Background: an optimization exercise with open tools, aiming at small area, a short achievable clock period and few clock cycles per item. Do not read the settings as production practice. Where RTL was checked, it was by simulation tests only, not by an equivalence proof against the original.

==> module queenSolver, before the edit <==
module queenSolver (
	input  wire logic            clk,
	input  wire logic            rst_n,
	input  wire logic            inValid,
	input  wire queenPkg::coordT row,
	input  wire queenPkg::coordT col,
	output logic                 outValid,
	output queenPkg::coordT      out
);
	localparam int N = queenPkg::BoardSize;
	localparam int Ahead = 3;
	queenPkg::solverStateT state;
	queenPkg::coordT q [N];
	queenPkg::maskT preset;
	queenPkg::maskT below;
	queenPkg::maskT flag;
	logic retry;
	queenPkg::maskT occ;
	queenPkg::maskT curOH;
	always_comb begin
		for (int c = 0; c < N; c++) begin
			curOH[c] = !below[c] && (c == 0 || below[c - 1]);
		end
	end
	queenPkg::maskT qd [N];
	queenPkg::maskT rowAtk;
	queenPkg::diagT riseAtk;
	queenPkg::diagT fallAtk;
	always_comb begin
		for (int c = 0; c < N; c++) begin
			for (int r = 0; r < N; r++) begin
				qd[c][r] = occ[c] && (q[c] == queenPkg::coordT'(r));
			end
		end
		rowAtk = '0;
		riseAtk = '0;
		fallAtk = '0;
		for (int r = 0; r < N; r++) begin
			for (int c = 0; c < N; c++) begin
				rowAtk[r] = rowAtk[r] | qd[c][r];
				riseAtk[r + c] = riseAtk[r + c] | qd[c][r];
				fallAtk[r - c + N - 1] = fallAtk[r - c + N - 1] | qd[c][r];
			end
		end
	end
	logic [N+Ahead-1:0] riseW;
	logic [N+Ahead-1:0] fallW;
	always_comb begin
		riseW = '0;
		fallW = '0;
		for (int c = 0; c < N; c++) begin
			for (int j = 0; j < N + Ahead; j++) begin
				if (j + c <= 2 * N - 2) begin
					riseW[j] = riseW[j] | (curOH[c] & riseAtk[j + c]);
				end
				if (j - Ahead - c + N - 1 >= 0) begin
					fallW[j] = fallW[j] | (curOH[c] & fallAtk[j - Ahead - c + N - 1]);
				end
			end
		end
	end
	queenPkg::coordT curRow;
	always_comb begin
		curRow = '0;
		for (int c = 0; c < N; c++) begin
			curRow = curRow | (curOH[c] ? q[c] : '0);
		end
	end
	queenPkg::maskT free [Ahead + 1];
	queenPkg::maskT laOk;
	queenPkg::maskT avail;
	queenPkg::maskT pick;
	queenPkg::coordT newRow;
	logic [Ahead:0] checkCol;
	logic found;
	logic multi;
	always_comb begin
		for (int d = 0; d <= Ahead; d++) begin
			for (int r = 0; r < N; r++) begin
				free[d][r] = !(rowAtk[r] | riseW[r + d] | fallW[r - d + Ahead]);
			end
		end
	end
	always_comb begin
		checkCol = '0;
		for (int d = 1; d <= Ahead; d++) begin
			for (int c = 0; c + d < N; c++) begin
				checkCol[d] = checkCol[d] | (curOH[c] & !preset[c + d]);
			end
		end
	end
	always_comb begin
		laOk = '1;
		for (int d = 1; d <= Ahead; d++) begin
			for (int r = 0; r < N; r++) begin
				laOk[r] = laOk[r] & (!checkCol[d]
					| (|(free[d] & ~((queenPkg::maskT'(1) << r)
						| (queenPkg::maskT'(1) << (r + d))
						| ((r >= d) ? (queenPkg::maskT'(1) << (r - d)) : '0)))));
			end
		end
	end
	always_comb begin
		for (int r = 0; r < N; r++) begin
			avail[r] = free[0][r] & laOk[r] & step
				& (!retry || queenPkg::coordT'(r) > curRow);
		end
	end
	always_comb begin
		pick = '0;
		newRow = '0;
		for (int r = N - 1; r >= 0; r--) begin
			if (avail[r]) begin
				pick = '0;
				pick[r] = 1'b1;
				newRow = queenPkg::coordT'(r);
			end
		end
	end
	assign found = |avail;
	assign multi = |(avail & ~pick);
	queenPkg::maskT presetNxt;
	queenPkg::maskT belowNxt;
	logic lastCol;
	always_comb begin
		belowNxt[0] = below[0] | curOH[0];
		for (int c = 1; c < N; c++) begin
			belowNxt[c] = below[c] | curOH[c] | (belowNxt[c - 1] & presetNxt[c]);
		end
	end
	assign lastCol = &(occ | curOH);
	queenPkg::maskT belowBack;
	always_comb begin
		belowBack = '0;
		for (int c = N - 2; c >= 0; c--) begin
			belowBack[c] = belowBack[c + 1] | flag[c + 1];
		end
	end
	logic step;
	logic load;
	logic idle;
	logic done;
	queenPkg::maskT colOH;
	queenPkg::maskT wsel;
	queenPkg::coordT wdata;
	assign idle = (state == queenPkg::sIdle);
	assign load = inValid && (idle || state == queenPkg::sLoad);
	assign step = (state == queenPkg::sSearch) || (state == queenPkg::sLoad && !inValid);
	assign done = lastCol && (found || below[N - 1]);
	always_comb begin
		colOH = '0;
		for (int c = 0; c < N; c++) begin
			colOH[c] = (col == queenPkg::coordT'(c));
		end
	end
	assign wsel = load ? colOH : (step ? curOH : '0);
	assign wdata = load ? row : newRow;
	always_ff @(posedge clk or negedge rst_n) begin
		if (!rst_n) begin
			state <= queenPkg::sIdle;
			outValid <= 1'b0;
		end else begin
			case (state)
				queenPkg::sIdle: begin
					if (inValid) state <= queenPkg::sLoad;
				end
				queenPkg::sLoad, queenPkg::sSearch: begin
					if (step) begin
						if (done) begin
							state <= queenPkg::sOut;
							outValid <= 1'b1;
						end else begin
							state <= queenPkg::sSearch;
						end
					end
				end
				default: begin
					if (curOH[N - 1]) begin
						state <= queenPkg::sIdle;
						outValid <= 1'b0;
					end
				end
			endcase
		end
	end
	queenPkg::maskT belowPlace;
	queenPkg::maskT belowElse;
	queenPkg::maskT flagElse;
	logic retryElse;
	always_comb begin
		presetNxt = (idle ? '0 : preset) | (load ? colOH : '0);
		belowPlace = lastCol ? '0 : belowNxt;
		if (step) begin
			belowElse = (below[N - 1] && lastCol) ? '0 : belowBack;
		end else if (state == queenPkg::sOut) begin
			belowElse = curOH[N - 1] ? '0 : {below[N-2:0], 1'b1};
		end else if (load) begin
			belowElse = (|(colOH & curOH)) ? belowNxt : below;
		end else if (idle) begin
			belowElse = '0;
		end else begin
			belowElse = below;
		end
		if (idle) begin
			flagElse = '0;
			retryElse = 1'b0;
		end else if (step) begin
			flagElse = flag & ~curOH;
			retryElse = 1'b1;
		end else begin
			flagElse = flag;
			retryElse = retry;
		end
	end
	always_ff @(posedge clk) begin
		for (int c = 0; c < N; c++) begin
			if (wsel[c]) q[c] <= wdata;
		end
		preset <= presetNxt;
		flag <= flagElse | (multi ? curOH : '0);
		if (found) begin
			below <= belowPlace;
			occ <= belowPlace | preset;
			retry <= 1'b0;
		end else begin
			below <= belowElse;
			occ <= belowElse | presetNxt;
			retry <= retryElse;
		end
	end
	assign out = outValid ? curRow : '0;
endmodule
clock: 9.0 ns
lec_check: 0
cap_margin: 20
core_margin: 2
core_utilization: 40
setup_slack_margin: 3.5
slew_margin: 20
run.sh (not shown) runs the stock make flow with config.mk's settings and CLKGATE_MAP_FILE= SYNTH_SCRIPT=/design/flow/synth_recipe.tcl, a recipe that flattens the netlist after the stock synthesis.
Testbench counts at the start, summed over its fixed seeds: cycles 101,947, puzzles 1,280.
Change:
--- a/flow/design.v
+++ b/flow/design.v
@@ -88,4 +88,5 @@
 	queenPkg::coordT newRow;
 	logic [Ahead:0] checkCol;
+	logic curOcc;
 	logic found;
 	logic multi;
@@ -116,7 +117,8 @@
 		end
 	end
+	assign curOcc = |(preset & curOH);
 	always_comb begin
 		for (int r = 0; r < N; r++) begin
-			avail[r] = free[0][r] & laOk[r] & step
+			avail[r] = free[0][r] & laOk[r] & !curOcc & step
 				& (!retry || queenPkg::coordT'(r) > curRow);
 		end
@@ -135,5 +137,4 @@
 	assign found = |avail;
 	assign multi = |(avail & ~pick);
-	queenPkg::maskT presetNxt;
 	queenPkg::maskT belowNxt;
 	logic lastCol;
@@ -141,9 +142,10 @@
 		belowNxt[0] = below[0] | curOH[0];
 		for (int c = 1; c < N; c++) begin
-			belowNxt[c] = below[c] | curOH[c] | (belowNxt[c - 1] & presetNxt[c]);
+			belowNxt[c] = below[c] | curOH[c] | (belowNxt[c - 1] & preset[c]);
 		end
 	end
 	assign lastCol = &(occ | curOH);
 	queenPkg::maskT belowBack;
+	logic noFlag;
 	always_comb begin
 		belowBack = '0;
@@ -152,4 +154,5 @@
 		end
 	end
+	assign noFlag = ~|flag;
 	logic step;
 	logic load;
@@ -162,5 +165,5 @@
 	assign load = inValid && (idle || state == queenPkg::sLoad);
 	assign step = (state == queenPkg::sSearch) || (state == queenPkg::sLoad && !inValid);
-	assign done = lastCol && (found || below[N - 1]);
+	assign done = lastCol && (found || curOcc);
 	always_comb begin
 		colOH = '0;
@@ -169,5 +172,5 @@
 		end
 	end
-	assign wsel = load ? colOH : (step ? curOH : '0);
+	assign wsel = load ? colOH : ((step && !curOcc) ? curOH : '0);
 	assign wdata = load ? row : newRow;
 	always_ff @(posedge clk or negedge rst_n) begin
@@ -199,4 +202,5 @@
 		end
 	end
+	queenPkg::maskT presetNxt;
 	queenPkg::maskT belowPlace;
 	queenPkg::maskT belowElse;
@@ -207,9 +211,13 @@
 		belowPlace = lastCol ? '0 : belowNxt;
 		if (step) begin
-			belowElse = (below[N - 1] && lastCol) ? '0 : belowBack;
+			if (curOcc && lastCol) begin
+				belowElse = '0;
+			end else if (noFlag) begin
+				belowElse = belowNxt;
+			end else begin
+				belowElse = belowBack;
+			end
 		end else if (state == queenPkg::sOut) begin
-			belowElse = curOH[N - 1] ? '0 : {below[N-2:0], 1'b1};
-		end else if (load) begin
-			belowElse = (|(colOH & curOH)) ? belowNxt : below;
+			belowElse = {below[N-2:0], 1'b1};
 		end else if (idle) begin
 			belowElse = '0;
@@ -220,6 +228,6 @@
 			flagElse = '0;
 			retryElse = 1'b0;
-		end else if (step) begin
-			flagElse = flag & ~curOH;
+		end else if (step && !noFlag) begin
+			flagElse = flag & belowBack;
 			retryElse = 1'b1;
 		end else begin
@@ -233,12 +241,13 @@
 		end
 		preset <= presetNxt;
-		flag <= flagElse | (multi ? curOH : '0);
 		if (found) begin
 			below <= belowPlace;
 			occ <= belowPlace | preset;
+			flag <= flag | (multi ? curOH : '0);
 			retry <= 1'b0;
 		end else begin
 			below <= belowElse;
 			occ <= belowElse | presetNxt;
+			flag <= flagElse;
 			retry <= retryElse;
 		end
=>
- register-to-register slack is worse by 0.14 ns
- worst setup slack is worse by 0.14 ns
- wire length shrinks slightly
- critical path depth does not change
- cell area grows by a few percent
- non-clock buffer count grows by 7
- maximum frequency shrinks by a few percent
Testbench counts after the change, summed over its fixed seeds: cycles 102,449, puzzles 1,280.


## the reference run
The RTL this note starts from:
==> flow/design.v <==
`default_nettype none
package queenPkg;
	localparam int BoardSize = 12;
	typedef logic [3:0] coordT;
	typedef logic [BoardSize-1:0] maskT;
	typedef logic [2*BoardSize-2:0] diagT;
	typedef enum logic [1:0] {
		sIdle,
		sLoad,
		sSearch,
		sOut
	} solverStateT;
endpackage
`default_nettype wire
`default_nettype none
module queenSolver (
	input  wire logic            clk,
	input  wire logic            rst_n,
	input  wire logic            inValid,
	input  wire queenPkg::coordT row,
	input  wire queenPkg::coordT col,
	output logic                 outValid,
	output queenPkg::coordT      out
);
	localparam int N = queenPkg::BoardSize;
	localparam int Ahead = 4;
	queenPkg::solverStateT state;
	queenPkg::coordT q [N];
	queenPkg::maskT preset;
	queenPkg::maskT below;
	queenPkg::maskT flag;
	logic retry;
	queenPkg::maskT occ;
	queenPkg::maskT curOH;
	assign occ = preset | below;
	always_comb begin
		for (int c = 0; c < N; c++) begin
			curOH[c] = !below[c] && (c == 0 || below[c - 1]);
		end
	end
	queenPkg::maskT qd [N];
	queenPkg::maskT rowAtk;
	queenPkg::diagT riseAtk;
	queenPkg::diagT fallAtk;
	always_comb begin
		for (int c = 0; c < N; c++) begin
			for (int r = 0; r < N; r++) begin
				qd[c][r] = occ[c] && (q[c] == queenPkg::coordT'(r));
			end
		end
		rowAtk = '0;
		riseAtk = '0;
		fallAtk = '0;
		for (int r = 0; r < N; r++) begin
			for (int c = 0; c < N; c++) begin
				rowAtk[r] = rowAtk[r] | qd[c][r];
				riseAtk[r + c] = riseAtk[r + c] | qd[c][r];
				fallAtk[r - c + N - 1] = fallAtk[r - c + N - 1] | qd[c][r];
			end
		end
	end
	logic [N+Ahead-1:0] riseW;
	logic [N+Ahead-1:0] fallW;
	always_comb begin
		riseW = '0;
		fallW = '0;
		for (int c = 0; c < N; c++) begin
			for (int j = 0; j < N + Ahead; j++) begin
				if (j + c <= 2 * N - 2) begin
					riseW[j] = riseW[j] | (curOH[c] & riseAtk[j + c]);
				end
				if (j - Ahead - c + N - 1 >= 0) begin
					fallW[j] = fallW[j] | (curOH[c] & fallAtk[j - Ahead - c + N - 1]);
				end
			end
		end
	end
	queenPkg::coordT curRow;
	always_comb begin
		curRow = '0;
		for (int c = 0; c < N; c++) begin
			curRow = curRow | (curOH[c] ? q[c] : '0);
		end
	end
	queenPkg::maskT free [Ahead + 1];
	queenPkg::maskT laOk;
	queenPkg::maskT avail;
	queenPkg::maskT pick;
	queenPkg::coordT newRow;
	logic [Ahead:0] checkCol;
	logic curOcc;
	logic found;
	logic multi;
	always_comb begin
		for (int d = 0; d <= Ahead; d++) begin
			for (int r = 0; r < N; r++) begin
				free[d][r] = !(rowAtk[r] | riseW[r + d] | fallW[r - d + Ahead]);
			end
		end
	end
	always_comb begin
		checkCol = '0;
		for (int d = 1; d <= Ahead; d++) begin
			for (int c = 0; c + d < N; c++) begin
				checkCol[d] = checkCol[d] | (curOH[c] & !preset[c + d]);
			end
		end
	end
	always_comb begin
		laOk = '1;
		for (int d = 1; d <= Ahead; d++) begin
			for (int r = 0; r < N; r++) begin
				laOk[r] = laOk[r] & (!checkCol[d]
					| (|(free[d] & ~((queenPkg::maskT'(1) << r)
						| (queenPkg::maskT'(1) << (r + d))
						| ((r >= d) ? (queenPkg::maskT'(1) << (r - d)) : '0)))));
			end
		end
	end
	assign curOcc = |(preset & curOH);
	always_comb begin
		for (int r = 0; r < N; r++) begin
			avail[r] = free[0][r] & laOk[r] & !curOcc
				& (!retry || queenPkg::coordT'(r) > curRow);
		end
	end
	always_comb begin
		pick = '0;
		newRow = '0;
		for (int r = N - 1; r >= 0; r--) begin
			if (avail[r]) begin
				pick = '0;
				pick[r] = 1'b1;
				newRow = queenPkg::coordT'(r);
			end
		end
	end
	assign found = |avail;
	assign multi = |(avail & ~pick);
	queenPkg::maskT belowNxt;
	logic lastCol;
	always_comb begin
		belowNxt[0] = below[0] | curOH[0];
		for (int c = 1; c < N; c++) begin
			belowNxt[c] = below[c] | curOH[c] | (belowNxt[c - 1] & preset[c]);
		end
	end
	assign lastCol = &(occ | curOH);
	queenPkg::maskT belowBack;
	logic noFlag;
	always_comb begin
		belowBack = '0;
		for (int c = N - 2; c >= 0; c--) begin
			belowBack[c] = belowBack[c + 1] | flag[c + 1];
		end
	end
	assign noFlag = ~|flag;
	logic step;
	logic load;
	logic idle;
	logic done;
	queenPkg::maskT colOH;
	queenPkg::maskT wsel;
	queenPkg::coordT wdata;
	assign idle = (state == queenPkg::sIdle);
	assign load = inValid && (idle || state == queenPkg::sLoad);
	assign step = (state == queenPkg::sSearch) || (state == queenPkg::sLoad && !inValid);
	assign done = lastCol && (found || curOcc);
	always_comb begin
		colOH = '0;
		for (int c = 0; c < N; c++) begin
			colOH[c] = (col == queenPkg::coordT'(c));
		end
	end
	assign wsel = load ? colOH : ((step && !curOcc) ? curOH : '0);
	assign wdata = load ? row : newRow;
	always_ff @(posedge clk or negedge rst_n) begin
		if (!rst_n) begin
			state <= queenPkg::sIdle;
			outValid <= 1'b0;
		end else begin
			case (state)
				queenPkg::sIdle: begin
					if (inValid) state <= queenPkg::sLoad;
				end
				queenPkg::sLoad, queenPkg::sSearch: begin
					if (step) begin
						if (done) begin
							state <= queenPkg::sOut;
							outValid <= 1'b1;
						end else begin
							state <= queenPkg::sSearch;
						end
					end
				end
				default: begin
					if (curOH[N - 1]) begin
						state <= queenPkg::sIdle;
						outValid <= 1'b0;
					end
				end
			endcase
		end
	end
	always_ff @(posedge clk) begin
		for (int c = 0; c < N; c++) begin
			if (wsel[c]) q[c] <= wdata;
		end
		if (idle) begin
			flag <= '0;
			retry <= 1'b0;
			below <= '0;
			preset <= load ? colOH : '0;
		end else if (load) begin
			preset <= preset | colOH;
		end
		if (step) begin
			if (done) begin
				below <= '0;
			end else if (found || noFlag) begin
				below <= belowNxt;
			end else begin
				below <= belowBack;
			end
			if (found) begin
				flag <= flag | (multi ? curOH : '0);
				retry <= 1'b0;
			end else if (!noFlag) begin
				flag <= flag & belowBack;
				retry <= 1'b1;
			end
		end
		if (state == queenPkg::sOut) begin
			below <= {below[N-2:0], 1'b1};
		end
	end
	assign out = outValid ? curRow : '0;
endmodule
`default_nettype wire
clock: 9.0 ns
lec_check: 0
cap_margin: 20
core_margin: 2
core_utilization: 40
setup_slack_margin: 3.0
slew_margin: 20
The reference run finished all stages; the layout is clean.
Setup changes, the reference run to the trial run
--- a/flow/design.v
+++ b/flow/design.v
@@ -22,9 +22,9 @@
 	output logic                 outValid,
 	output queenPkg::coordT      out
 );
 	localparam int N = queenPkg::BoardSize;
-	localparam int Ahead = 4;
+	localparam int Ahead = 3;
 	queenPkg::solverStateT state;
 	queenPkg::coordT q [N];
 	queenPkg::maskT preset;
 	queenPkg::maskT below;
- The critical path depth of the trial run is lower than that of the reference run.
- The higher synthesized cell count of the reference run and the trial run is in the reference run.
- The trial run vs the reference run: worst max-slew margin expressed relative to the limit down in the trial run
- Run comparison: the trial run timing startpoint of the critical path preset[8]$_DFFE_PP_; the reference run timing startpoint of the critical path preset[6]$_DFFE_PP_
- Final period demand of the worst path: the trial run < the reference run
- | final area | the trial run vs the reference run | better |
Testbench counts of the trial run, summed over its fixed seeds: cycles 102,449, puzzles 1,280.
Only the layout flow was run in the reference run; the RTL was not checked for function there.

static timing again, ports no longer ideal:
The results above use ideal ports. As a check the final layouts listed here were re-extracted and re-timed, cells and wires unchanged. Step 1 sets driving cells, clkbuf_16 on the clock port and buf_2 on the other inputs (assumed; they add their load-dependent delay and slew). Step 2 adds t to the input delays and takes it off the output delays; t is the mean of the earliest and latest rising clock arrival at the registers after step 1. Input paths then give back, and output paths get back, about the clock's delay inside the block. a / b / c = no drivers / after step 1 / after step 2; a / b = the first two.
run	t, ns	setup slack, ns	worst hold slack (ns)	latest minus earliest clock arrival (ns)	cell pins on the clock port's net
the first run of note 1	0.385	3.596 / 3.596 / 3.341	0.505 / 0.505 / 0.505	0.012 / 0.012	1
the second run of note 1	0.389	3.458 / 3.458 / 3.339	0.527 / 0.527 / 0.527	0.009 / 0.009	1
the reference run	0.383	2.914 / 2.914 / 2.914	0.477 / 0.477 / 0.477	0.011 / 0.011	1
the trial run	0.383	3.098 / 3.098 / 3.098	0.478 / 0.478 / 0.478	0.008 / 0.008	1
After both steps every run listed still meets setup and hold. For the first run of note 1, which loses most, drivers alone change the setup slack by 0.000 ns; drivers and shift together by -0.255 ns.
